This design comes from an exercise in tuning for a short achievable clock period and few clock cycles on the open sky130 flow, not from production work.
The RTL was checked by simulation tests, not by an equivalence proof against the original design.
Power and IR drop assume default switching activity.

[flow/design.v]
`timescale 1ns/1ps
`default_nettype none
module regFile (
    input  wire         clk,
    input  wire         rst_n,
    input  wire  [31:1] rsSel,   
    input  wire  [31:1] rtSel,
    output logic [31:0] rsVal,
    output logic [31:0] rtVal,
    input  wire  [31:1] wrEn,    
    input  wire  [31:0] wrData
);
    logic [31:0] r [1:31];
    genvar i;
    generate
        for (i = 1; i < 32; i++) begin : g_reg
            always_ff @(posedge clk or negedge rst_n) begin
                if (!rst_n) begin
                    r[i] <= '0;
                end else if (wrEn[i]) begin
                    r[i] <= wrData;
                end
            end
        end
    endgenerate
    always_comb begin
        rsVal = '0;
        rtVal = '0;
        for (int k = 1; k < 32; k++) begin
            rsVal = rsVal | ({32{rsSel[k]}} & r[k]);
            rtVal = rtVal | ({32{rtSel[k]}} & r[k]);
        end
    end
endmodule
`default_nettype wire
`timescale 1ns/1ps
`default_nettype none
module ksAdd #(parameter int W = 32) (
    input  wire [W-1:0] a,
    input  wire [W-1:0] b,
    input  wire         cin,
    input  wire         inv,
    output wire [W-1:0] sum
);
    wire [W-1:0] g0N, p0N, g1, p1, g2N, p2N, g3, p3, g4N, p4N, g5, p5, h;
    ksPg    #(.W(W))        u0 (.a(a), .b(b), .cin(cin), .gN(g0N), .pN(p0N));
    ksLvlNT #(.W(W), .D(1))  u1 (.gN(g0N), .pN(p0N), .g(g1), .p(p1));
    ksLvlTN #(.W(W), .D(2))  u2 (.g(g1), .p(p1), .gN(g2N), .pN(p2N));
    ksLvlNT #(.W(W), .D(4))  u3 (.gN(g2N), .pN(p2N), .g(g3), .p(p3));
    ksLvlTN #(.W(W), .D(8))  u4 (.g(g3), .p(p3), .gN(g4N), .pN(p4N));
    ksLvlNT #(.W(W), .D(16)) u5 (.gN(g4N), .pN(p4N), .g(g5), .p(p5));
    ksHalf  #(.W(W))        u6 (.a(a), .b(b), .inv(inv), .h(h));
    ksSum   #(.W(W))        u7 (.h(h), .c({g5[W-2:0], cin}), .s(sum));
endmodule
module ksPg #(parameter int W = 32) (
    input  wire [W-1:0] a,
    input  wire [W-1:0] b,
    input  wire         cin,
    output wire [W-1:0] gN,
    output wire [W-1:0] pN
);
    assign gN = ~{a[W-1:1] & b[W-1:1], (a[0] & b[0]) | ((a[0] | b[0]) & cin)};
    assign pN = ~(a | b);
endmodule
module ksLvlNT #(parameter int W = 32, parameter int D = 1) (
    input  wire [W-1:0] gN,
    input  wire [W-1:0] pN,
    output wire [W-1:0] g,
    output wire [W-1:0] p
);
    genvar i;
    generate
        for (i = 0; i < W; i++) begin : g_bit
            if (i >= D) begin : g_op
                assign g[i] = ~(gN[i] & (pN[i] | gN[i-D]));
                assign p[i] = ~(pN[i] | pN[i-D]);
            end else begin : g_pass
                assign g[i] = ~gN[i];
                assign p[i] = ~pN[i];
            end
        end
    endgenerate
endmodule
module ksLvlTN #(parameter int W = 32, parameter int D = 1) (
    input  wire [W-1:0] g,
    input  wire [W-1:0] p,
    output wire [W-1:0] gN,
    output wire [W-1:0] pN
);
    genvar i;
    generate
        for (i = 0; i < W; i++) begin : g_bit
            if (i >= D) begin : g_op
                assign gN[i] = ~(g[i] | (p[i] & g[i-D]));
                assign pN[i] = ~(p[i] & p[i-D]);
            end else begin : g_pass
                assign gN[i] = ~g[i];
                assign pN[i] = ~p[i];
            end
        end
    endgenerate
endmodule
module ksHalf #(parameter int W = 32) (
    input  wire [W-1:0] a,
    input  wire [W-1:0] b,
    input  wire         inv,
    output wire [W-1:0] h
);
    assign h = a ^ b ^ {W{inv}};
endmodule
module ksSum #(parameter int W = 32) (
    input  wire [W-1:0] h,
    input  wire [W-1:0] c,
    output wire [W-1:0] s
);
    assign s = h ^ c;
endmodule
module eqCmp #(parameter int W = 32) (
    input  wire [W-1:0] a,
    input  wire [W-1:0] b,
    output wire         eq
);
    assign eq = ~|(a ^ b);
endmodule
module ksAddOr #(parameter int W = 32) (
    input  wire [W-1:0] a1,
    input  wire [W-1:0] a2,
    input  wire [W-1:0] b1,
    input  wire [W-1:0] b2,
    input  wire         cin,
    input  wire         inv,
    output wire [W-1:0] sum
);
    wire [W-1:0] g0N, p0N, g1, p1, g2N, p2N, g3, p3, g4N, p4N, g5, p5, h;
    ksPgOr  #(.W(W))        u0 (.a1(a1), .a2(a2), .b1(b1), .b2(b2), .cin(cin),
                                .gN(g0N), .pN(p0N));
    ksLvlNT #(.W(W), .D(1))  u1 (.gN(g0N), .pN(p0N), .g(g1), .p(p1));
    ksLvlTN #(.W(W), .D(2))  u2 (.g(g1), .p(p1), .gN(g2N), .pN(p2N));
    ksLvlNT #(.W(W), .D(4))  u3 (.gN(g2N), .pN(p2N), .g(g3), .p(p3));
    ksLvlTN #(.W(W), .D(8))  u4 (.g(g3), .p(p3), .gN(g4N), .pN(p4N));
    ksLvlNT #(.W(W), .D(16)) u5 (.gN(g4N), .pN(p4N), .g(g5), .p(p5));
    ksHalfOr #(.W(W))       u6 (.a1(a1), .a2(a2), .b1(b1), .b2(b2), .inv(inv), .h(h));
    ksSum   #(.W(W))        u7 (.h(h), .c({g5[W-2:0], cin}), .s(sum));
endmodule
module ksPgOr #(parameter int W = 32) (
    input  wire [W-1:0] a1,
    input  wire [W-1:0] a2,
    input  wire [W-1:0] b1,
    input  wire [W-1:0] b2,
    input  wire         cin,
    output wire [W-1:0] gN,
    output wire [W-1:0] pN
);
    wire [W-1:0] a = a1 | a2;
    wire [W-1:0] b = b1 | b2;
    assign gN = ~{a[W-1:1] & b[W-1:1], (a[0] & b[0]) | ((a[0] | b[0]) & cin)};
    assign pN = ~(a | b);
endmodule
module ksHalfOr #(parameter int W = 32) (
    input  wire [W-1:0] a1,
    input  wire [W-1:0] a2,
    input  wire [W-1:0] b1,
    input  wire [W-1:0] b2,
    input  wire         inv,
    output wire [W-1:0] h
);
    assign h = (a1 | a2) ^ (b1 | b2) ^ {W{inv}};
endmodule
module eqCmpOr #(parameter int W = 32) (
    input  wire [W-1:0] a1,
    input  wire [W-1:0] a2,
    input  wire [W-1:0] b1,
    input  wire [W-1:0] b2,
    output wire         eq
);
    assign eq = ~|((a1 | a2) ^ (b1 | b2));
endmodule
module fwdMux #(parameter int W = 32, parameter bit INV = 1'b0) (
    input  wire [W-1:0] sum,
    input  wire [W-1:0] early,
    input  wire         k,
    input  wire         k31,
    output wire [W-1:0] out
);
    wire [W-1:0] t = (sum & {W{k}}) | early | {{(W-1){1'b0}}, sum[W-1] & k31};
    assign out = INV ? ~t : t;
endmodule
module pcMux #(parameter int W = 30) (
    input  wire         sel,
    input  wire [W-1:0] a,
    input  wire [W-1:0] b,
    output wire [W-1:0] out
);
    assign out = ({W{sel}} & a) | ({W{~sel}} & b);
endmodule
`default_nettype wire
`timescale 1ns/1ps
`default_nettype none
module mipsCore (
    input  wire         clk,
    input  wire         rst_n,
    input  wire         icacheStall,
    input  wire  [31:0] icacheRdata,
    output wire  [29:0] icacheAddr,
    input  wire         dcacheStall,
    input  wire  [31:0] dcacheRdata,
    output wire         dcacheRead,
    output wire         dcacheWrite,
    output wire  [29:0] dcacheAddr,
    output wire  [31:0] dcacheWdata
);
    localparam logic [5:0] OP_R    = 6'h00;
    localparam logic [5:0] OP_BEQ  = 6'h04;
    localparam logic [5:0] OP_ADDI = 6'h08;
    localparam logic [5:0] OP_LW   = 6'h23;
    localparam logic [5:0] OP_SW   = 6'h2b;
    localparam logic [5:0] FN_ADD = 6'h20;
    localparam logic [5:0] FN_SUB = 6'h22;
    localparam logic [5:0] FN_AND = 6'h24;
    localparam logic [5:0] FN_OR  = 6'h25;
    localparam logic [5:0] FN_SLT = 6'h2a;
    localparam int NBTB = 4;
    wire        pipeStall = icacheStall | dcacheStall;
    wire        redirect;
    logic       redirectD;   
    logic        ifValid;
    logic [31:0] ifInstr;
    logic [31:1] ifRsSel;    
    logic [31:1] ifRtSel;
    logic [29:0] ifTarget;   
    logic        exRegWrite;
    logic        exMemRead;
    logic        exMemWrite;
    logic        exBranch;
    logic [4:0]  exWsel;
    logic [29:0] exTarget;
    logic [31:0] exA;        
    logic [31:0] exAN;       
    logic [31:0] exB;        
    logic [31:0] exBN;       
    logic [31:0] exS;        
    logic [2:0]  exSelL;     
    logic [2:0]  exSelLN;
    logic [1:0]  exSelS;     
    logic [3:0]  exSelR;     
    logic        exInv;      
    logic        exCin;      
    logic        memRegWrite;
    logic        memMemRead;
    logic        memLoadWr;   
    logic        memMemWrite;
    logic [31:1] memWe;       
    logic [4:0]  memWsel;
    logic [31:0] memAluOut;
    logic [31:0] memAluOutN;  
    logic [31:0] memStore;
    logic [29:0] pc;
    wire  [29:0] pcPlus1 = pc + 30'd1;
    wire  [15:0] fImm     = icacheRdata[15:0];
    wire         fTaken   = icacheRdata[31:26] == OP_BEQ &&
                            icacheRdata[25:21] == icacheRdata[20:16];
    wire  [29:0] fTarget;
    ksAdd #(.W(30)) targetAdder (
        .a   (pc),
        .b   ({{14{fImm[15]}}, fImm}),
        .cin (1'b1),
        .inv (1'b0),
        .sum (fTarget)
    );
    assign icacheAddr = pc;
    logic [NBTB-1:0] btbValid;
    logic [29:0]     btbTag    [NBTB];
    logic [29:0]     btbTagM1  [NBTB];
    logic [29:0]     btbTarget [NBTB];
    logic [1:0]      btbNext;
    logic [29:0]     lastPc;     
    logic            lastSeq;    
    logic            btbWr;
    logic [29:0]     btbWrTag;
    logic [29:0]     btbWrTarget;
    wire  [29:0]     btbWrTagM1;
    ksAdd #(.W(30)) tagDecrement (
        .a   (btbWrTag),
        .b   ({30{1'b1}}),
        .cin (1'b0),
        .inv (1'b0),
        .sum (btbWrTagM1)
    );
    logic            btbHit;
    logic [29:0]     btbHitTarget;
    logic [NBTB-1:0] hitSeqV;
    logic [29:0]     hitSeqTgt;
    always_comb begin
        hitSeqTgt = '0;
        for (int i = 0; i < NBTB; i++) begin
            hitSeqV[i] = btbValid[i] && btbTagM1[i] == pc;
            hitSeqTgt  = hitSeqTgt | ({30{hitSeqV[i]}} & btbTarget[i]);
        end
    end
    wire [29:0] pcNormal = fTaken ? fTarget : btbHit ? btbHitTarget : pcPlus1;
    wire [29:0] pcHold   = pipeStall ? pc : pcNormal;
    wire [29:0] pcNext;
    wire        redirectPc;
    pcMux #(.W(30)) nextPc (
        .sel (redirectPc && !pipeStall),
        .a   (exTarget),
        .b   (pcHold),
        .out (pcNext)
    );
    always_ff @(posedge clk or negedge rst_n) begin
        if (!rst_n) begin
            pc <= '0;
        end else begin
            pc <= pcNext;
        end
    end
    always_ff @(posedge clk or negedge rst_n) begin
        if (!rst_n) begin
            ifValid   <= 1'b0;
            redirectD <= 1'b0;
            lastSeq  <= 1'b0;
            btbHit   <= 1'b0;
            btbValid <= '0;
            btbNext  <= '0;
            btbWr    <= 1'b0;
        end else if (!pipeStall) begin
            ifValid   <= 1'b1;
            redirectD <= redirect;
            if (redirect || fTaken || btbHit) begin
                lastSeq <= 1'b0;
                btbHit  <= 1'b0;
            end else begin
                lastSeq <= 1'b1;
                btbHit  <= |hitSeqV;
            end
            btbWr <= fTaken && lastSeq;
            if (btbWr) begin
                btbValid[btbNext] <= 1'b1;
                btbNext           <= btbNext + 2'd1;
            end
        end
    end
    always_ff @(posedge clk) begin
        if (!pipeStall) begin
            btbHitTarget <= hitSeqTgt;
            lastPc       <= pc;
            btbWrTag     <= lastPc;
            btbWrTarget  <= fTarget;
            if (btbWr) begin
                btbTag[btbNext]    <= btbWrTag;
                btbTagM1[btbNext]  <= btbWrTagM1;
                btbTarget[btbNext] <= btbWrTarget;
            end
            ifInstr  <= icacheRdata;
            for (int i = 1; i < 32; i++) begin
                ifRsSel[i] <= icacheRdata[25:21] == i;
                ifRtSel[i] <= icacheRdata[20:16] == i;
            end
            ifTarget <= fTarget;
        end
    end
    wire [5:0]  op     = ifInstr[31:26];
    wire [4:0]  rs     = ifInstr[25:21];
    wire [4:0]  rt     = ifInstr[20:16];
    wire [4:0]  rd     = ifInstr[15:11];
    wire [15:0] imm    = ifInstr[15:0];
    wire [5:0]  funct  = ifInstr[5:0];
    wire [31:0] immExt = {{16{imm[15]}}, imm};
    wire isAdd  = op == OP_R && funct == FN_ADD;
    wire isSubI = op == OP_R && funct == FN_SUB;
    wire isAndI = op == OP_R && funct == FN_AND;
    wire isOrI  = op == OP_R && funct == FN_OR;
    wire isSltI = op == OP_R && funct == FN_SLT;
    wire isR    = isAdd | isSubI | isAndI | isOrI | isSltI;
    wire isAddi = op == OP_ADDI;
    wire isLw   = op == OP_LW;
    wire isSw   = op == OP_SW;
    wire isBr   = op == OP_BEQ && rs != rt && imm != 16'd0;
    wire       idValid   = ifValid && !redirectD;
    wire [4:0] dWsel     = isR ? rd : rt;
    wire       dRegWrite = idValid && (isR | isAddi | isLw) && dWsel != 5'd0;
    wire       dMemRead  = idValid && isLw;
    wire       dMemWrite = idValid && isSw;
    wire       dBranch   = idValid && isBr;
    wire       aluSrcImm = isAddi | isLw | isSw;
    wire       dSub      = isSubI | isSltI;
    wire       dZero     = dSub && rs == rt;
    wire exRegWriteV = exRegWrite && !redirectD;
    wire exMemReadV  = exMemRead && !redirectD;
    wire exMemWriteV = exMemWrite && !redirectD;
    wire exBranchV   = exBranch && !redirectD;
    wire eRs = exRegWriteV && exWsel == rs;
    wire eRt = exRegWriteV && exWsel == rt;
    wire        mRs  = memRegWrite && memWsel == rs;
    wire        mRt  = memRegWrite && memWsel == rt;
    wire [31:0] mVal = memLoadWr ? dcacheRdata : ~memAluOutN;
    wire [31:0] rfRs;
    wire [31:0] rfRt;
    regFile regs (
        .clk    (clk),
        .rst_n  (rst_n),
        .rsSel  (ifRsSel),
        .rtSel  (ifRtSel),
        .rsVal  (rfRs),
        .rtVal  (rfRt),
        .wrEn   (memWe),
        .wrData (mVal)
    );
    wire [31:0] rsVal = mRs ? mVal : rfRs;
    wire [31:0] rtVal = mRt ? mVal : rfRt;
    wire        fAe  = eRs && !exMemRead;
    wire        fBe  = eRt && !exMemRead && !aluSrcImm;
    wire        dM2  = dSub && fAe;
    wire        dM1  = dSub && !fAe;
    wire [31:0] rsX = dM1 ? ~rsVal : rsVal;
    wire [31:0] bX  = aluSrcImm ? immExt : eRt ? 32'd0 : dM2 ? ~rtVal : rtVal;
    wire [2:0]  dSelL  = {eRt && exMemRead && !aluSrcImm,
                          eRs && exMemRead && dM1, eRs && exMemRead && !dM1};
    wire [1:0]  dSelS  = {eRt && exMemRead, eRt && !exMemRead};
    wire [3:0]  dSelR  = {isSltI && !dZero, isOrI, isAndI,
                          !(isSltI | isOrI | isAndI | dZero)};
    always_ff @(posedge clk or negedge rst_n) begin
        if (!rst_n) begin
            exRegWrite <= 1'b0;
            exMemRead  <= 1'b0;
            exMemWrite <= 1'b0;
            exBranch   <= 1'b0;
        end else if (!pipeStall) begin
            exRegWrite <= dRegWrite;
            exMemRead  <= dMemRead;
            exMemWrite <= dMemWrite;
            exBranch   <= dBranch;
        end
    end
    always_ff @(posedge clk) begin
        if (!pipeStall) begin
            exWsel   <= dWsel;
            exTarget <= ifTarget;
            exS      <= eRt ? 32'd0 : rtVal;
            exSelS   <= dSelS;
            exSelR   <= dSelR;
            exInv    <= dM1;
            exCin    <= dM2;
        end
    end
    always_ff @(posedge clk) begin
        exSelL  <= pipeStall ? ~exSelLN : dSelL;
        exSelLN <= pipeStall ? ~exSelL : ~dSelL;
    end
    wire [2:0]  selL  = exSelL;
    wire [2:0]  selLH = ~exSelLN;
    wire [31:0] ldA = ({{16{selLH[0]}}, {16{selL[0]}}} & dcacheRdata) |
                      ({{16{selLH[1]}}, {16{selL[1]}}} & ~dcacheRdata);
    wire [31:0] ldB = ({{16{selLH[2]}}, {16{selL[2]}}} & dcacheRdata);
    wire [31:0] opA = exA | ldA;
    wire [31:0] opB = exB | ldB;
    wire [31:0] stData = exS | ({32{exSelS[0]}} & memAluOut) |
                         ({32{exSelS[1]}} & dcacheRdata);
    wire [31:0] sum;
    ksAddOr #(.W(32)) adder (
        .a1  (exA),
        .a2  (ldA),
        .b1  (exB),
        .b2  (ldB),
        .cin (exCin),
        .inv (exInv),
        .sum (sum)
    );
    wire        aSign    = opA[31] ^ exInv;
    wire        bSign    = opB[31] ^ exCin;
    wire        sltLate  = exSelR[3] && aSign == bSign;
    wire [31:0] logicRes = ({32{exSelR[1]}} & (opA & opB)) |
                           ({32{exSelR[2]}} & (opA | opB)) |
                           {31'd0, exSelR[3] && aSign != bSign && aSign};
    wire opEq;
    eqCmpOr #(.W(32)) branchCmp (
        .a1 (exA),
        .a2 (ldA),
        .b1 (exB),
        .b2 (ldB),
        .eq (opEq)
    );
    assign redirect = exBranchV && opEq;
    wire opEqPc;
    eqCmpOr #(.W(32)) branchCmpPc (
        .a1 (exA),
        .a2 (ldA),
        .b1 (exB),
        .b2 (ldB),
        .eq (opEqPc)
    );
    assign redirectPc = exBranchV && opEqPc;
    wire        st = pipeStall;
    wire [31:0] nA, nAN, nB, nBN, nM, nMN;
    fwdMux #(.W(32), .INV(1'b0)) fwdA (
        .sum   (sum),
        .early (({32{!st && fAe}} & logicRes) | ({32{!st && !eRs}} & rsX) |
                ({32{st}} & ~exAN)),
        .k     (!st && fAe && exSelR[0]),
        .k31   (!st && fAe && sltLate),
        .out   (nA)
    );
    fwdMux #(.W(32), .INV(1'b1)) fwdAN (
        .sum   (sum),
        .early (({32{!st && fAe}} & logicRes) | ({32{!st && !eRs}} & rsX) |
                ({32{st}} & exA)),
        .k     (!st && fAe && exSelR[0]),
        .k31   (!st && fAe && sltLate),
        .out   (nAN)
    );
    fwdMux #(.W(32), .INV(1'b0)) fwdB (
        .sum   (sum),
        .early (({32{!st && fBe}} & logicRes) | ({32{!st && !fBe}} & bX) |
                ({32{st}} & ~exBN)),
        .k     (!st && fBe && exSelR[0]),
        .k31   (!st && fBe && sltLate),
        .out   (nB)
    );
    fwdMux #(.W(32), .INV(1'b1)) fwdBN (
        .sum   (sum),
        .early (({32{!st && fBe}} & logicRes) | ({32{!st && !fBe}} & bX) |
                ({32{st}} & exB)),
        .k     (!st && fBe && exSelR[0]),
        .k31   (!st && fBe && sltLate),
        .out   (nBN)
    );
    fwdMux #(.W(32), .INV(1'b0)) fwdM (
        .sum   (sum),
        .early (({32{!st}} & logicRes) | ({32{st}} & ~memAluOutN)),
        .k     (!st && exSelR[0]),
        .k31   (!st && sltLate),
        .out   (nM)
    );
    fwdMux #(.W(32), .INV(1'b1)) fwdMN (
        .sum   (sum),
        .early (({32{!st}} & logicRes) | ({32{st}} & memAluOut)),
        .k     (!st && exSelR[0]),
        .k31   (!st && sltLate),
        .out   (nMN)
    );
    always_ff @(posedge clk) begin
        exA        <= nA;
        exAN       <= nAN;
        exB        <= nB;
        exBN       <= nBN;
        memAluOut  <= nM;
        memAluOutN <= nMN;
    end
    always_ff @(posedge clk or negedge rst_n) begin
        if (!rst_n) begin
            memRegWrite <= 1'b0;
            memMemRead  <= 1'b0;
            memLoadWr   <= 1'b0;
            memMemWrite <= 1'b0;
            memWe       <= '0;
        end else if (!pipeStall) begin
            memRegWrite <= exRegWriteV;
            memMemRead  <= exMemReadV;
            memLoadWr   <= exMemReadV && exRegWriteV;
            memMemWrite <= exMemWriteV;
            for (int i = 1; i < 32; i++) begin
                memWe[i] <= exRegWriteV && exWsel == i;
            end
        end
    end
    always_ff @(posedge clk) begin
        if (!pipeStall) begin
            memWsel  <= exWsel;
            memStore <= stData;
        end
    end
    assign dcacheRead  = memMemRead;
    assign dcacheWrite = memMemWrite;
    assign dcacheAddr  = memAluOut[31:2];
    assign dcacheWdata = memStore;
endmodule
`default_nettype wire
[flow/run.sh]
#!/bin/bash
# synth_recipe.tcl (not shown) runs the flow's synth.tcl, then flattens the netlist and writes it again
# the make line also repeats each setting of config.mk as NAME=value (left out here)
make -C /OpenROAD-flow-scripts/flow DESIGN_CONFIG=/design/flow/config.mk WORK_HOME=/design/flow/orfs CLKGATE_MAP_FILE= SYNTH_SCRIPT=/design/flow/synth_recipe.tcl finish
[flow/config.mk]
export PLATFORM = sky130hd
export DESIGN_NAME = mipsCore
export DESIGN_NICKNAME = mipsCore
export VERILOG_FILES = /design/flow/design.v
export SDC_FILE = /design/flow/constraint.sdc
export NUM_CORES = 4
export LEC_CHECK = 0
export CAP_MARGIN = 20
export CORE_MARGIN = 2
export CORE_UTILIZATION = 25
export PLACE_DENSITY = 0.5
export SETUP_SLACK_MARGIN = 3.6
export SLEW_MARGIN = 20
export SYNTH_HIERARCHICAL = 1
export SYNTH_MINIMUM_KEEP_SIZE = 0
[flow/constraint.sdc]
create_clock -name core_clock -period 6.0 [get_ports {clk}]
set_input_delay 1.2000 -clock core_clock [delete_from_list [all_inputs] [get_ports {clk}]]
set_output_delay 1.2000 -clock core_clock [all_outputs]
set_load 0.01 [all_outputs]
==> results of run 1 <==
==> cell type report <==
| cell class | instances | area, µm² |
|---|---|---|
| Fill cell | 37033 | 252000 |
| Sequential cell | 1836 | 48100 |
| Multi-Input combinational cell | 5512 | 46500 |
| Timing Repair Buffer | 758 | 8490 |
| Tap cell | 4950 | 6190 |
| Clock buffer | 299 | 6000 |
| Clock inverter | 95 | 1020 |
| Inverter | 136 | 557 |
| Antenna cell | 15 | 37.5 |
| Timing Repair inverter | 1 | 16.3 |
==> timing repair <==
action / 4_1_cts / 5_1_grt
setup endpoints to repair: 1241 / 423
setup buffers: 249 / 110
hold endpoints to repair: 0 / 0
pin swaps: 123 / 307
gates cloned: 33 / 12
gates resized for setup: 1441 / 459
==> power by group <==
| part | switching, mW | internal (mW) | total (mW) | leakage [nW] |
|---|---|---|---|---|
| logic | 10.7 | 6.90 | 17.6 | 23.7 |
| registers | 1.48 | 14.5 | 15.9 | 21.5 |
| clock network | 5.75 | 7.60 | 13.4 | 3.44 |
==> registers in the layout, indices dropped and copies added (netlist names), 32 cells and up <==
| register | cells |
|---|---|
| memAluOutN | 32 |
| exS | 32 |
| exA | 32 |
| ifInstr | 32 |
| btbTagM1 | 120 |
| memStore | 32 |
| exBN | 32 |
| exAN | 32 |
| regs.r | 992 |
| memAluOut | 32 |
| btbTarget | 120 |
| exB | 32 |
==> metrics by stage <==
step	cell area (µm²)	power [mW]	utilization
final	117000	46.9	0.317
after global routing	117000	48.4	0.317
after CTS	113000	44.9	0.308
after detailed placement	99900	28.6	0.271
after global placement	99900	28.4	0.271
after floorplan	93200	23.0	-
==> worst paths after layout <==
check,slack [ps],from,endpoint
setup / recovery,2700,dcacheRdata[31],pc[5]$_DFF_PN0_
hold / removal,310,rst_n,regs.r[30][12]$_DFFE_PN0P_
setup reg to reg,2790,exSelL[0]$_DFF_P_,pc[5]$_DFF_PN0_
hold reg to reg,410,lastPc[26]$_DFFE_PP_,btbWrTag[26]$_DFFE_PP_
max in group asynchronous,4130,rst_n,regs.r[23][29]$_DFFE_PN0P_
min in group core_clock,410,lastPc[26]$_DFFE_PP_,btbWrTag[26]$_DFFE_PP_
==> per-layer routing <==
layer | track usage | vias up
met5 | 0.00400 | -
met4 | 0.135 | 8
met3 | 0.0527 | 1314
met2 | 0.352 | 4303
met1 | 0.254 | 38730
li1 | - | 31004
==> run_results.csv, run 1 <==
group,metric,value,unit
run_status,outcome,"timing/DRC/antenna clean",
power,cellLeakagePower,48.7,nW
sta,slew_viol_final,0,
worst_setup_path,critical_path_class,"input port to flop",
placed_design,placed_instance_count,12783,
worst_setup_path,worstPathCellList,"clkdlybuf4s15_2, mux2i_2, nor2_1, xnor2_1, nand4_1, nor4_4, and3_4, buf_6, buf_16, mux2_4",
route,wl_met2,197000,µm
yosys,syn-cell-area,0.0926,mm²
die,die_w,613,µm
route,routed_wl,426000,µm
layout,layout-drive-gt1-share,0.342,
route,wl_per_cell,31.3,µm
worst_setup_path,crit_arrival,4110,ps
sta,rsz0062_at_grt,"true",
worst_setup_path,setup.worst_path.start_class,"input port",
global_routing,grt_pass1_vias,73441,
worst_setup_path,kind_of_cell_with_the_highest_combined_delay_on_the_critical_path,"simple AND/OR/NAND/NOR gates",
sta,post-route-period-util,0.550,
clocking,clockBufferDepth,4,
clocking,numCtsBuffers,211,
yosys,synthesis.area_per_instance,11.6,µm²
route,ant_nets,0,
layout,finish.net_count,8531,
placed_design,place_worst_setup_slack,452,ps
route,wl_met3,39300,µm
clocking,ctsHtreeMaxLevel,4,
yosys,synthesis.instances,8017,
sta,setup_viol,0,
die,die_y,613,µm
sta,fin_skew,144,ps
global_routing,global_route.usage.total,0.216,
global_routing,antenna_found_initial,26,
yosys,synth-warning-count,9,
global_routing,pin_count_of_the_biggest_net_entering_global_routing,149,
route,wirelength_met1,158000,µm
clocking,worst_setup_hold_path_clk_slew,60,ps
worst_setup_path,worst-endpoint-required,6810,ps
sta,max_slew_margin,0.248,
route,vias,75359,
placed_design,gp_routability_congestion,0.940,
die,placeableCoreArea,0.369,mm²
route,uppermost_routed_layer,"met5",
sta,max_clock_freq,0.303,GHz
clocking,holdBufCountCts,0,
layout,syn2layout_area_growth,26.2,%
worst_setup_path,setup.worst_path.end_class,"flop",
die,initial_utilization,0.251,
layout,mostFrequentLayoutCell,"sky130_fd_sc_hd__dfrtp_1",
die,floorplan.rows,223,
die,floorplan.die_area,0.375,mm²
clocking,cts_tree,"done",
route,drt-vias-per-instance,5.54,
worst_setup_path,crit_path_max_fanout,6,
route,dr.pass1.iters,9,
placed_design,place_hpwl,239000,µm
die,num_io_pins,162,
power,power_density,401,mW/mm²
layout,stdcell_count,13602,
clocking,clock_latency,980,ps
flow_run,timing.max_cap.violations,0,
route,detail_route.drc_violations,0,
sta,period_minus_slack,3300,ps
hold_path,min_path_type,"input port to asynchronous set/reset pin",
global_routing,gr-total-overflow,0,
worst_setup_path,buffers_plus_inverters_on_the_worst_setup_path,3,
clocking,clock_sink_count,1836,
worst_setup_path,timing.critical_path.depth,10,
sta,post_route_setup_tns,0,ps
worst_setup_path,delay_of_the_slowest_cell_on_the_worst_path,480,ps
sta,fin_hold_ws,306,ps
sta,worst_slew_pin_slew,1130,ps
placed_design,placement.io_buffers,161,
layout,commonest_cells_after_routing_fill_and_taps_aside,"1020 x sky130_fd_sc_hd__dfrtp_1, 1001 x sky130_fd_sc_hd__mux2_2, 782 x sky130_fd_sc_hd__a22oi_1",
power,worst_ir_drop_vdd,0.271,mV
global_routing,first_pass_grt_wire_length,576000,µm
sta,setup_ws,2700,ps
route,detailedRoute.firstIterationViolations,9205,
worst_setup_path,ff2ff_path_depth,11,
clocking,clockRootBuffer,"sky130_fd_sc_hd__clkbuf_16",
worst_setup_path,cpMaxStageDelayCell,"sky130_fd_sc_hd__nor4_4",
sta,final_hold_viol_count,0,
Testbench counts, summed over its fixed seeds: cycles 33,016.
==> inputs of run 2 (changes only) <==
--- a/flow/design.v
+++ b/flow/design.v
@@ -5,8 +5,8 @@
     input  wire         rst_n,
     input  wire  [31:1] rsSel,   
     input  wire  [31:1] rtSel,
-    output logic [31:0] rsVal,
-    output logic [31:0] rtVal,
+    output wire  [31:0] rsVal,
+    output wire  [31:0] rtVal,
     input  wire  [31:1] wrEn,    
     input  wire  [31:0] wrData
 );
@@ -23,14 +23,66 @@
             end
         end
     endgenerate
-    always_comb begin
-        rsVal = '0;
-        rtVal = '0;
-        for (int k = 1; k < 32; k++) begin
-            rsVal = rsVal | ({32{rsSel[k]}} & r[k]);
-            rtVal = rtVal | ({32{rtSel[k]}} & r[k]);
+    wire [32*32-1:0] flat;
+    assign flat[31:0] = '0;
+    generate
+        for (i = 1; i < 32; i++) begin : g_flat
+            assign flat[32*i +: 32] = r[i];
         end
-    end
+    endgenerate
+    rfRead readRs (.sel({rsSel, 1'b0}), .regs(flat), .val(rsVal));
+    rfRead readRt (.sel({rtSel, 1'b0}), .regs(flat), .val(rtVal));
+endmodule
+module rfRead (
+    input  wire  [31:0]      sel,
+    input  wire  [32*32-1:0] regs,
+    output wire  [31:0]      val
+);
+    wire [16*32-1:0] t1N;
+    wire [4*32-1:0]  t2;
+    wire [2*32-1:0]  t3N;
+    rfReadL1 l1 (.sel(sel), .regs(regs), .outN(t1N));
+    rfReadL2 l2 (.inN(t1N), .out(t2));
+    rfReadL3 l3 (.in(t2), .outN(t3N));
+    rfReadL4 l4 (.inN(t3N), .out(val));
+endmodule
+module rfReadL1 (
+    input  wire  [31:0]      sel,
+    input  wire  [32*32-1:0] regs,
+    output wire  [16*32-1:0] outN
+);
+    genvar j;
+    generate
+        for (j = 0; j < 16; j++) begin : g_pair
+            assign outN[32*j +: 32] = ~(({32{sel[2*j]}} & regs[32*(2*j) +: 32]) |
+                                        ({32{sel[2*j+1]}} & regs[32*(2*j+1) +: 32]));
+        end
+    endgenerate
+endmodule
+module rfReadL2 (
+    input  wire  [16*32-1:0] inN,
+    output wire  [4*32-1:0]  out
+);
+    genvar j;
+    generate
+        for (j = 0; j < 4; j++) begin : g_quad
+            assign out[32*j +: 32] = ~(inN[32*(4*j) +: 32] & inN[32*(4*j+1) +: 32] &
+                                       inN[32*(4*j+2) +: 32] & inN[32*(4*j+3) +: 32]);
+        end
+    endgenerate
+endmodule
+module rfReadL3 (
+    input  wire  [4*32-1:0] in,
+    output wire  [2*32-1:0] outN
+);
+    assign outN[31:0]  = ~(in[31:0] | in[63:32]);
+    assign outN[63:32] = ~(in[95:64] | in[127:96]);
+endmodule
+module rfReadL4 (
+    input  wire  [2*32-1:0] inN,
+    output wire  [31:0]     out
+);
+    assign out = ~(inN[31:0] & inN[63:32]);
 endmodule
 `default_nettype wire
 `timescale 1ns/1ps
@@ -193,6 +245,52 @@
 );
     assign out = ({W{sel}} & a) | ({W{~sel}} & b);
 endmodule
+module ksAddLd #(parameter int W = 32) (
+    input  wire [W-1:0] a,
+    input  wire [W-1:0] b,
+    input  wire [W-1:0] ld,
+    input  wire [W-1:0] selA,
+    input  wire [W-1:0] selB,
+    input  wire         cin,
+    input  wire         inv,
+    output wire [W-1:0] sum
+);
+    wire [W-1:0] g0N, p0N, g1, p1, g2N, p2N, g3, p3, g4N, p4N, g5, p5, h;
+    ksPgLd  #(.W(W))        u0 (.a(a), .b(b), .ld(ld), .selA(selA), .selB(selB),
+                                .cin(cin), .gN(g0N), .pN(p0N));
+    ksLvlNT #(.W(W), .D(1))  u1 (.gN(g0N), .pN(p0N), .g(g1), .p(p1));
+    ksLvlTN #(.W(W), .D(2))  u2 (.g(g1), .p(p1), .gN(g2N), .pN(p2N));
+    ksLvlNT #(.W(W), .D(4))  u3 (.gN(g2N), .pN(p2N), .g(g3), .p(p3));
+    ksLvlTN #(.W(W), .D(8))  u4 (.g(g3), .p(p3), .gN(g4N), .pN(p4N));
+    ksLvlNT #(.W(W), .D(16)) u5 (.gN(g4N), .pN(p4N), .g(g5), .p(p5));
+    ksHalfOr #(.W(W))       u6 (.a1(a), .a2(selA & ld), .b1(b), .b2(selB & ld),
+                                .inv(inv), .h(h));
+    ksSum   #(.W(W))        u7 (.h(h), .c({g5[W-2:0], cin}), .s(sum));
+endmodule
+module ksPgLd #(parameter int W = 32) (
+    input  wire [W-1:0] a,
+    input  wire [W-1:0] b,
+    input  wire [W-1:0] ld,
+    input  wire [W-1:0] selA,
+    input  wire [W-1:0] selB,
+    input  wire         cin,
+    output wire [W-1:0] gN,
+    output wire [W-1:0] pN
+);
+    wire [W-1:0] gLd = (selA & b) | (selB & a) | (selA & selB);
+    wire [W-1:0] g   = (a & b) | (ld & gLd);
+    wire [W-1:0] p   = a | b | (ld & (selA | selB));
+    assign gN = ~{g[W-1:1], g[0] | (p[0] & cin)};
+    assign pN = ~p;
+endmodule
+module eqCmpEn #(parameter int W = 32) (
+    input  wire [W-1:0] a,
+    input  wire [W-1:0] b,
+    input  wire         en,
+    output wire         eq
+);
+    assign eq = en & ~|(a ^ b);
+endmodule
 `default_nettype wire
 `timescale 1ns/1ps
 `default_nettype none
@@ -223,10 +321,32 @@
     wire        pipeStall = icacheStall | dcacheStall;
     wire        redirect;
     logic       redirectD;   
-    logic        ifValid;
+    wire        brWait;      
+    wire        ifHold = pipeStall || brWait;
+    logic       ifValid;
+    wire        idValid = ifValid && !redirectD;
     logic [31:0] ifInstr;
     logic [31:1] ifRsSel;    
     logic [31:1] ifRtSel;
+    typedef struct packed {
+        logic       add;
+        logic       sub;
+        logic       andOp;
+        logic       orOp;
+        logic       slt;
+        logic       addi;
+        logic       lw;
+        logic       sw;
+        logic       br;         
+        logic       regWrite;   
+        logic       zero;       
+        logic [4:0] wsel;
+    } decT;
+    decT         ifDec;
+    logic        ifBrWait;   
+    logic        ifMatchRs;  
+    logic        ifMatchRt;  
+    logic        brWaitD;    
     logic [29:0] ifTarget;   
     logic        exRegWrite;
     logic        exMemRead;
@@ -239,8 +359,10 @@
     logic [31:0] exB;        
     logic [31:0] exBN;       
     logic [31:0] exS;        
-    logic [2:0]  exSelL;     
-    logic [2:0]  exSelLN;
+    logic [1:0]  exSelL;
+    logic [1:0]  exSelLN;
+    logic [1:0]  exSelLQ;
+    logic [1:0]  exSelLQN;
     logic [1:0]  exSelS;     
     logic [3:0]  exSelR;     
     logic        exInv;      
@@ -254,8 +376,16 @@
     logic [31:0] memAluOut;
     logic [31:0] memAluOutN;  
     logic [31:0] memStore;
+    logic [31:0] memStoreN;   
     logic [29:0] pc;
-    wire  [29:0] pcPlus1 = pc + 30'd1;
+    wire  [29:0] pcPlus1;
+    ksAdd #(.W(30)) pcIncrement (
+        .a   (pc),
+        .b   (30'd0),
+        .cin (1'b1),
+        .inv (1'b0),
+        .sum (pcPlus1)
+    );
     wire  [15:0] fImm     = icacheRdata[15:0];
     wire         fTaken   = icacheRdata[31:26] == OP_BEQ &&
                             icacheRdata[25:21] == icacheRdata[20:16];
@@ -267,7 +397,8 @@
         .inv (1'b0),
         .sum (fTarget)
     );
-    assign icacheAddr = pc;
+    logic [29:0] pcOut;
+    assign icacheAddr = pcOut;
     logic [NBTB-1:0] btbValid;
     logic [29:0]     btbTag    [NBTB];
     logic [29:0]     btbTagM1  [NBTB];
@@ -297,21 +428,54 @@
             hitSeqTgt  = hitSeqTgt | ({30{hitSeqV[i]}} & btbTarget[i]);
         end
     end
+    decT fDec;
+    always_comb begin
+        logic [5:0] fOp;
+        logic [5:0] fFn;
+        logic       fR;
+        fOp        = icacheRdata[31:26];
+        fFn        = icacheRdata[5:0];
+        fDec.add   = fOp == OP_R && fFn == FN_ADD;
+        fDec.sub   = fOp == OP_R && fFn == FN_SUB;
+        fDec.andOp = fOp == OP_R && fFn == FN_AND;
+        fDec.orOp  = fOp == OP_R && fFn == FN_OR;
+        fDec.slt   = fOp == OP_R && fFn == FN_SLT;
+        fDec.addi  = fOp == OP_ADDI;
+        fDec.lw    = fOp == OP_LW;
+        fDec.sw    = fOp == OP_SW;
+        fDec.br    = fOp == OP_BEQ && icacheRdata[25:21] != icacheRdata[20:16] &&
+                     icacheRdata[15:0] != 16'd0;
+        fR         = fDec.add | fDec.sub | fDec.andOp | fDec.orOp | fDec.slt;
+        fDec.wsel  = fR ? icacheRdata[15:11] : icacheRdata[20:16];
+        fDec.regWrite = (fR | fDec.addi | fDec.lw) && fDec.wsel != 5'd0;
+        fDec.zero  = (fDec.sub | fDec.slt) && icacheRdata[25:21] == icacheRdata[20:16];
+    end
     wire [29:0] pcNormal = fTaken ? fTarget : btbHit ? btbHitTarget : pcPlus1;
-    wire [29:0] pcHold   = pipeStall ? pc : pcNormal;
+    wire [29:0] pcHold   = ifHold ? pc : pcNormal;
     wire [29:0] pcNext;
-    wire        redirectPc;
+    wire        redirectPc;      
+    wire        redirectPcOut;   
     pcMux #(.W(30)) nextPc (
-        .sel (redirectPc && !pipeStall),
+        .sel (redirectPc),
         .a   (exTarget),
         .b   (pcHold),
         .out (pcNext)
     );
+    wire [29:0] pcOutHold = ifHold ? pcOut : pcNormal;
+    wire [29:0] pcOutNext;
+    pcMux #(.W(30)) nextPcOut (
+        .sel (redirectPcOut),
+        .a   (exTarget),
+        .b   (pcOutHold),
+        .out (pcOutNext)
+    );
     always_ff @(posedge clk or negedge rst_n) begin
         if (!rst_n) begin
-            pc <= '0;
+            pc    <= '0;
+            pcOut <= '0;
         end else begin
-            pc <= pcNext;
+            pc    <= pcNext;
+            pcOut <= pcOutNext;
         end
     end
     always_ff @(posedge clk or negedge rst_n) begin
@@ -326,14 +490,14 @@
         end else if (!pipeStall) begin
             ifValid   <= 1'b1;
             redirectD <= redirect;
-            if (redirect || fTaken || btbHit) begin
+            if (redirect || ((fTaken || btbHit) && !brWait)) begin
                 lastSeq <= 1'b0;
                 btbHit  <= 1'b0;
-            end else begin
+            end else if (!brWait) begin
                 lastSeq <= 1'b1;
                 btbHit  <= |hitSeqV;
             end
-            btbWr <= fTaken && lastSeq;
+            btbWr <= fTaken && lastSeq && !brWait;
             if (btbWr) begin
                 btbValid[btbNext] <= 1'b1;
                 btbNext           <= btbNext + 2'd1;
@@ -341,56 +505,60 @@
         end
     end
     always_ff @(posedge clk) begin
-        if (!pipeStall) begin
+        if (!pipeStall && btbWr) begin
+            btbTag[btbNext]    <= btbWrTag;
+            btbTagM1[btbNext]  <= btbWrTagM1;
+            btbTarget[btbNext] <= btbWrTarget;
+        end
+        if (!ifHold) begin
             btbHitTarget <= hitSeqTgt;
             lastPc       <= pc;
             btbWrTag     <= lastPc;
             btbWrTarget  <= fTarget;
-            if (btbWr) begin
-                btbTag[btbNext]    <= btbWrTag;
-                btbTagM1[btbNext]  <= btbWrTagM1;
-                btbTarget[btbNext] <= btbWrTarget;
-            end
             ifInstr  <= icacheRdata;
             for (int i = 1; i < 32; i++) begin
                 ifRsSel[i] <= icacheRdata[25:21] == i;
                 ifRtSel[i] <= icacheRdata[20:16] == i;
             end
             ifTarget <= fTarget;
+            ifDec    <= fDec;
+            ifMatchRs <= ifDec.wsel == icacheRdata[25:21];
+            ifMatchRt <= ifDec.wsel == icacheRdata[20:16];
+            ifBrWait <= fDec.br && idValid && ifDec.lw && ifDec.regWrite &&
+                        (ifDec.wsel == icacheRdata[25:21] ||
+                         ifDec.wsel == icacheRdata[20:16]);
         end
     end
-    wire [5:0]  op     = ifInstr[31:26];
     wire [4:0]  rs     = ifInstr[25:21];
     wire [4:0]  rt     = ifInstr[20:16];
-    wire [4:0]  rd     = ifInstr[15:11];
     wire [15:0] imm    = ifInstr[15:0];
-    wire [5:0]  funct  = ifInstr[5:0];
     wire [31:0] immExt = {{16{imm[15]}}, imm};
-    wire isAdd  = op == OP_R && funct == FN_ADD;
-    wire isSubI = op == OP_R && funct == FN_SUB;
-    wire isAndI = op == OP_R && funct == FN_AND;
-    wire isOrI  = op == OP_R && funct == FN_OR;
-    wire isSltI = op == OP_R && funct == FN_SLT;
-    wire isR    = isAdd | isSubI | isAndI | isOrI | isSltI;
-    wire isAddi = op == OP_ADDI;
-    wire isLw   = op == OP_LW;
-    wire isSw   = op == OP_SW;
-    wire isBr   = op == OP_BEQ && rs != rt && imm != 16'd0;
-    wire       idValid   = ifValid && !redirectD;
-    wire [4:0] dWsel     = isR ? rd : rt;
-    wire       dRegWrite = idValid && (isR | isAddi | isLw) && dWsel != 5'd0;
-    wire       dMemRead  = idValid && isLw;
-    wire       dMemWrite = idValid && isSw;
+    wire isSltI = ifDec.slt;
+    wire isAndI = ifDec.andOp;
+    wire isOrI  = ifDec.orOp;
+    wire isBr   = ifDec.br;
+    wire [4:0] dWsel     = ifDec.wsel;
+    wire       dRegWrite = idValid && ifDec.regWrite;
+    wire       dMemRead  = idValid && ifDec.lw;
+    wire       dMemWrite = idValid && ifDec.sw;
     wire       dBranch   = idValid && isBr;
-    wire       aluSrcImm = isAddi | isLw | isSw;
-    wire       dSub      = isSubI | isSltI;
-    wire       dZero     = dSub && rs == rt;
+    wire       aluSrcImm = ifDec.addi | ifDec.lw | ifDec.sw;
+    wire       dSub      = ifDec.sub | ifDec.slt;
+    wire       dZero     = ifDec.zero;
     wire exRegWriteV = exRegWrite && !redirectD;
     wire exMemReadV  = exMemRead && !redirectD;
     wire exMemWriteV = exMemWrite && !redirectD;
     wire exBranchV   = exBranch && !redirectD;
-    wire eRs = exRegWriteV && exWsel == rs;
-    wire eRt = exRegWriteV && exWsel == rt;
+    wire eRs = exRegWriteV && ifMatchRs;
+    wire eRt = exRegWriteV && ifMatchRt;
+    assign brWait = idValid && ifBrWait && !brWaitD;
+    always_ff @(posedge clk or negedge rst_n) begin
+        if (!rst_n) begin
+            brWaitD <= 1'b0;
+        end else if (!pipeStall) begin
+            brWaitD <= brWait;
+        end
+    end
     wire        mRs  = memRegWrite && memWsel == rs;
     wire        mRt  = memRegWrite && memWsel == rt;
     wire [31:0] mVal = memLoadWr ? dcacheRdata : ~memAluOutN;
@@ -410,12 +578,11 @@
     wire [31:0] rtVal = mRt ? mVal : rfRt;
     wire        fAe  = eRs && !exMemRead;
     wire        fBe  = eRt && !exMemRead && !aluSrcImm;
-    wire        dM2  = dSub && fAe;
-    wire        dM1  = dSub && !fAe;
+    wire        dM2  = dSub && eRs;
+    wire        dM1  = dSub && !eRs;
     wire [31:0] rsX = dM1 ? ~rsVal : rsVal;
     wire [31:0] bX  = aluSrcImm ? immExt : eRt ? 32'd0 : dM2 ? ~rtVal : rtVal;
-    wire [2:0]  dSelL  = {eRt && exMemRead && !aluSrcImm,
-                          eRs && exMemRead && dM1, eRs && exMemRead && !dM1};
+    wire [1:0]  dSelL  = {eRt && exMemRead && !aluSrcImm, eRs && exMemRead};
     wire [1:0]  dSelS  = {eRt && exMemRead, eRt && !exMemRead};
     wire [3:0]  dSelR  = {isSltI && !dZero, isOrI, isAndI,
                           !(isSltI | isOrI | isAndI | dZero)};
@@ -429,7 +596,7 @@
             exRegWrite <= dRegWrite;
             exMemRead  <= dMemRead;
             exMemWrite <= dMemWrite;
-            exBranch   <= dBranch;
+            exBranch   <= dBranch && !brWait;
         end
     end
     always_ff @(posedge clk) begin
@@ -444,24 +611,30 @@
         end
     end
     always_ff @(posedge clk) begin
-        exSelL  <= pipeStall ? ~exSelLN : dSelL;
-        exSelLN <= pipeStall ? ~exSelL : ~dSelL;
-    end
-    wire [2:0]  selL  = exSelL;
-    wire [2:0]  selLH = ~exSelLN;
-    wire [31:0] ldA = ({{16{selLH[0]}}, {16{selL[0]}}} & dcacheRdata) |
-                      ({{16{selLH[1]}}, {16{selL[1]}}} & ~dcacheRdata);
-    wire [31:0] ldB = ({{16{selLH[2]}}, {16{selL[2]}}} & dcacheRdata);
+        exSelL   <= pipeStall ? ~exSelLN : dSelL;
+        exSelLN  <= pipeStall ? ~exSelL : ~dSelL;
+        exSelLQ  <= pipeStall ? ~exSelLQN : dSelL;
+        exSelLQN <= pipeStall ? ~exSelLQ : ~dSelL;
+    end
+    wire [1:0]  sel0 = exSelL;
+    wire [1:0]  sel1 = ~exSelLN;
+    wire [1:0]  sel2 = exSelLQ;
+    wire [1:0]  sel3 = ~exSelLQN;
+    wire [31:0] selA = {{8{sel3[0]}}, {8{sel2[0]}}, {8{sel1[0]}}, {8{sel0[0]}}};
+    wire [31:0] selB = {{8{sel3[1]}}, {8{sel2[1]}}, {8{sel1[1]}}, {8{sel0[1]}}};
+    wire [31:0] ldA = selA & dcacheRdata;
+    wire [31:0] ldB = selB & dcacheRdata;
     wire [31:0] opA = exA | ldA;
     wire [31:0] opB = exB | ldB;
     wire [31:0] stData = exS | ({32{exSelS[0]}} & memAluOut) |
                          ({32{exSelS[1]}} & dcacheRdata);
     wire [31:0] sum;
-    ksAddOr #(.W(32)) adder (
-        .a1  (exA),
-        .a2  (ldA),
-        .b1  (exB),
-        .b2  (ldB),
+    ksAddLd #(.W(32)) adder (
+        .a   (exA),
+        .b   (exB),
+        .ld  (dcacheRdata),
+        .selA(selA),
+        .selB(selB),
         .cin (exCin),
         .inv (exInv),
         .sum (sum)
@@ -473,23 +646,24 @@
                            ({32{exSelR[2]}} & (opA | opB)) |
                            {31'd0, exSelR[3] && aSign != bSign && aSign};
     wire opEq;
-    eqCmpOr #(.W(32)) branchCmp (
-        .a1 (exA),
-        .a2 (ldA),
-        .b1 (exB),
-        .b2 (ldB),
+    eqCmp #(.W(32)) branchCmp (
+        .a  (exA),
+        .b  (exB),
         .eq (opEq)
     );
     assign redirect = exBranchV && opEq;
-    wire opEqPc;
-    eqCmpOr #(.W(32)) branchCmpPc (
-        .a1 (exA),
-        .a2 (ldA),
-        .b1 (exB),
-        .b2 (ldB),
-        .eq (opEqPc)
+    eqCmpEn #(.W(32)) branchCmpPc (
+        .a  (exA),
+        .b  (exB),
+        .en (exBranchV && !pipeStall),
+        .eq (redirectPc)
+    );
+    eqCmpEn #(.W(32)) branchCmpPcOut (
+        .a  (exA),
+        .b  (exB),
+        .en (exBranchV && !pipeStall),
+        .eq (redirectPcOut)
     );
-    assign redirectPc = exBranchV && opEqPc;
     wire        st = pipeStall;
     wire [31:0] nA, nAN, nB, nBN, nM, nMN;
     fwdMux #(.W(32), .INV(1'b0)) fwdA (
@@ -566,12 +740,15 @@
     always_ff @(posedge clk) begin
         if (!pipeStall) begin
             memWsel  <= exWsel;
-            memStore <= stData;
         end
     end
     assign dcacheRead  = memMemRead;
     assign dcacheWrite = memMemWrite;
     assign dcacheAddr  = memAluOut[31:2];
     assign dcacheWdata = memStore;
+    always_ff @(posedge clk) begin
+        memStore  <= pipeStall ? ~memStoreN : stData;
+        memStoreN <= pipeStall ? ~memStore : ~stData;
+    end
 endmodule
 `default_nettype wire
--- a/flow/config.mk
+++ b/flow/config.mk
@@ -7,8 +7,8 @@
 export LEC_CHECK = 0
 export CAP_MARGIN = 20
 export CORE_MARGIN = 2
-export CORE_UTILIZATION = 25
-export PLACE_DENSITY = 0.5
+export CORE_UTILIZATION = 45
+export PLACE_DENSITY = 0.6
 export SETUP_SLACK_MARGIN = 3.6
 export SLEW_MARGIN = 20
 export SYNTH_HIERARCHICAL = 1
==> run 2 against run 1 <==
  * Register-to-register slack gained 520 ps
  * Non-clock buffer count fell by 28
  * Clock power about the same
  * Routed wire length shrank 8.4%
  * Count of clock-buffer cells in the layout fell by 12
  * First-iteration DRC count increased by 12%
  * Maximum frequency is 23% higher
  * Utilization up 24 points
  * Combinational power is 29% higher
  * Critical path type is now flop to flop
==> run_results.csv, run 2 <==
group,metric,value,unit
sta,max_slew_margin,0.223,
worst_setup_path,setup.worst_path.start_class,"flop",
placed_design,detailed_place.area,0.105,mm²
clocking,worst_setup_hold_path_clk_slew,70,ps
flow_run,timing.max_cap.violations,0,
die,die_w,478,µm
route,ant_nets,0,
die,initial_utilization,0.454,
worst_setup_path,crit_path_max_fanout,8,
die,placeableCoreArea,0.223,mm²
clocking,clockBufferDepth,3,
layout,num-fill-cells,18661,
sta,slew_viol_final,0,
layout,layout-drive-gt1-share,0.356,
clocking,cts_tree,"done",
hold_path,min_path_type,"input port to asynchronous set/reset pin",
clocking,ctsHtreeMaxLevel,4,
sta,post-route-period-util,0.448,
route,dr.pass1.iters,9,
layout,mostFrequentLayoutCell,"sky130_fd_sc_hd__dfrtp_1",
sta,post_route_setup_tns,0,ps
route,detailedRoute.firstIterationViolations,10343,
yosys,synthesis.instances,8755,
worst_setup_path,worst-endpoint-required,6770,ps
global_routing,antenna_found_initial,5,
run_status,outcome,"timing/DRC/antenna clean",
worst_setup_path,setup.worst_path.end_class,"flop",
sta,rsz0062_at_grt,"true",
placed_design,placement.io_buffers,161,
layout,post-route-cell-area,0.124,mm²
route,wl_per_cell,31.2,µm
die,floorplan.rows,173,
worst_setup_path,crit_arrival,3460,ps
sta,setup_ws,3310,ps
layout,post-route-util,0.556,
worst_setup_path,kind_of_cell_with_the_highest_combined_delay_on_the_critical_path,"simple AND/OR/NAND/NOR gates",
worst_setup_path,critical_path_class,"flop to flop",
global_routing,gr-total-overflow,0,
route,drt-vias-per-instance,6.43,
sta,fin_skew,66.4,ps
global_routing,pin_count_of_the_biggest_net_entering_global_routing,176,
clocking,numCtsBuffers,202,
die,floorplan.die_area,0.228,mm²
clocking,holdBufCountCts,0,
clocking,clock_sink_count,1913,
power,power_density,457,mW/mm²
layout,top_register,"regs.r",
global_routing,first_pass_grt_wire_length,555000,µm
route,vias,80293,
layout,largestRegisters,"regs.r: 992 flops, btbTagM1: 120 flops, btbTarget: 120 flops",
worst_setup_path,worstPathCellList,"buf_8, buf_12, clkbuf_16, a22oi_1, nand4_1, nor2_2, nand2_2, mux2i_4, mux2i_1, o211ai_1, a21o_1",
sta,final_hold_viol_count,0,
layout,syn2layout_area_growth,22.5,%
global_routing,grt_pass1_vias,78580,
sta,period_minus_slack,2690,ps
worst_setup_path,buffers_plus_inverters_on_the_worst_setup_path,3,
worst_setup_path,cpMaxStageDelayCell,"sky130_fd_sc_hd__edfxtp_1",
global_routing,global_route.usage.total,0.329,
yosys,synthesis.area_per_instance,11.5,µm²
route,detail_route.drc_violations,0,
layout,largest_register_ffs,992,
power,cellLeakagePower,51.1,nW
layout,finish.net_count,9398,
layout,commonest_cells_after_routing_fill_and_taps_aside,"1049 x sky130_fd_sc_hd__dfrtp_1, 1025 x sky130_fd_sc_hd__a22oi_1, 633 x sky130_fd_sc_hd__mux2_2",
yosys,syn-cell-area,0.101,mm²
clocking,clockRootBuffer,"sky130_fd_sc_hd__clkbuf_16",
route,routed_wl,390000,µm
placed_design,place_hpwl,223000,µm
worst_setup_path,delay_of_the_slowest_cell_on_the_worst_path,410,ps
sta,setup_viol,0,
placed_design,gp_routability_congestion,0.944,
die,num_io_pins,162,
power,worst_ir_drop_vdd,0.285,mV
sta,worst_slew_pin_slew,1170,ps
placed_design,place_worst_setup_slack,1230,ps
clocking,clock_latency,890,ps
yosys,synth-warning-count,9,
sta,max_clock_freq,0.372,GHz
die,die_y,478,µm
power,post-layout-total-power,56.5,mW
[run 2: per-stage QoR]
| step | hold WS, ps | instances |
|---|---|---|
| 3_3_place_gp | 402 | 11681 |
| 6_report | 290 | 12478 |
| 3_5_place_dp | 407 | 11685 |
| 4_1_cts | 290 | 12378 |
| 5_1_grt | 301 | 12475 |
| 2_1_floorplan | 393 | 9018 |
[run 2: final timing paths]
| check | cells after the start | to | start | slack (ps) |
|---|---|---|---|---|
| setup / recovery | 11 | exB[3]$_DFF_P_ | ifRtSel[15]$_DFFE_PN_ | 3310 |
| hold / removal | 1 | regs.r[4][25]$_DFFE_PN0P_ | rst_n | 290 |
| setup reg to reg | 11 | exB[3]$_DFF_P_ | ifRtSel[15]$_DFFE_PN_ | 3310 |
| hold reg to reg | 0 | btbWrTag[2]$_DFFE_PN_ | lastPc[2]$_DFFE_PN_ | 380 |
| max in group asynchronous | 3 | regs.r[31][18]$_DFFE_PN0P_ | rst_n | 4090 |
| min in group core_clock | 0 | btbWrTag[2]$_DFFE_PN_ | lastPc[2]$_DFFE_PN_ | 380 |
[run 2: where the power goes]
| part | switching [mW] | internal (mW) | total [mW] |
|---|---|---|---|
| Sequential | 3.46 | 17.0 | 20.4 |
| Combinational | 12.7 | 9.99 | 22.7 |
| Clock | 5.67 | 7.71 | 13.4 |
| Total | 21.9 | 34.6 | 56.5 |
[run 2: worst register-to-register path, cell delays in order, from the launching register on]
cell	delay [ps]
sky130_fd_sc_hd__edfxtp_1	410
sky130_fd_sc_hd__buf_8	160
sky130_fd_sc_hd__buf_12	140
sky130_fd_sc_hd__clkbuf_16	200
sky130_fd_sc_hd__a22oi_1	190
sky130_fd_sc_hd__nand4_1	160
sky130_fd_sc_hd__nor2_2	330
sky130_fd_sc_hd__nand2_2	230
sky130_fd_sc_hd__mux2i_4	220
sky130_fd_sc_hd__mux2i_1	270
sky130_fd_sc_hd__o211ai_1	120
sky130_fd_sc_hd__a21o_1	180
[run 2: layout make-up]
| type | instances | area (µm²) | share of cell area |
|---|---|---|---|
| multi-input cells | 6301 | 54000 | 0.437 |
| diodes | 4 | 10.0 | 0.0000809 |
| clock buffers | 287 | 5830 | 0.0471 |
| inverters | 169 | 708 | 0.00573 |
| flip-flops and latches | 1913 | 49700 | 0.401 |
| clock inverters | 92 | 1220 | 0.00986 |
| well taps | 2975 | 3720 | 0.0301 |
| repair inverters | 7 | 75.1 | 0.000607 |
| repair buffers | 730 | 8450 | 0.0684 |
[run 2: metal layers]
layer	part of all wire	global-route usage
met2	0.45	0.505
met1	0.39	0.428
met3	0.092	0.0639
met5	0.000015	0
met4	0.073	0.205
[run 2: repair_timing]
action,4_1_cts,5_1_grt
gates cloned,66,5
setup buffers,248,91
resized for setup,1911,731
pin swaps,249,348
endpoints found under the setup margin,1710,611
Testbench counts of run 2, summed over its fixed seeds: cycles 33,047.

-- re-timing with driven ports --
No port has a modelled driver above. Below, the same layouts with a new extraction and two added sets of constraints. Step 1: set_driving_cell puts a clkbuf_16 on clk and a buf_2 on each other input, an assumption about the parent block. Step 2 times the ports against the registers' clock, not the clock port: input delays grow and output delays shrink by t, the midpoint of the rising clock arrivals with the driver on. a / b / c = ideal ports / drivers / drivers and shift; a / b = the first two.
run	t, ns	slack for setup (ns)	hold WS [ns]	clock arrival spread, ns	worst register clock-pin slew, ns
run 1	1.020	2.699 / 2.700 / 1.680	0.306 / 0.262 / 0.414	0.145 / 0.144	0.07 / 0.07
run 2	0.961	3.310 / 3.214 / 2.440	0.290 / 0.244 / 0.378	0.067 / 0.068	0.08 / 0.08
After both steps every run listed still meets setup and hold. For run 1, which loses most, drivers alone change the setup slack by +0.001 ns; drivers and shift together by -1.019 ns.
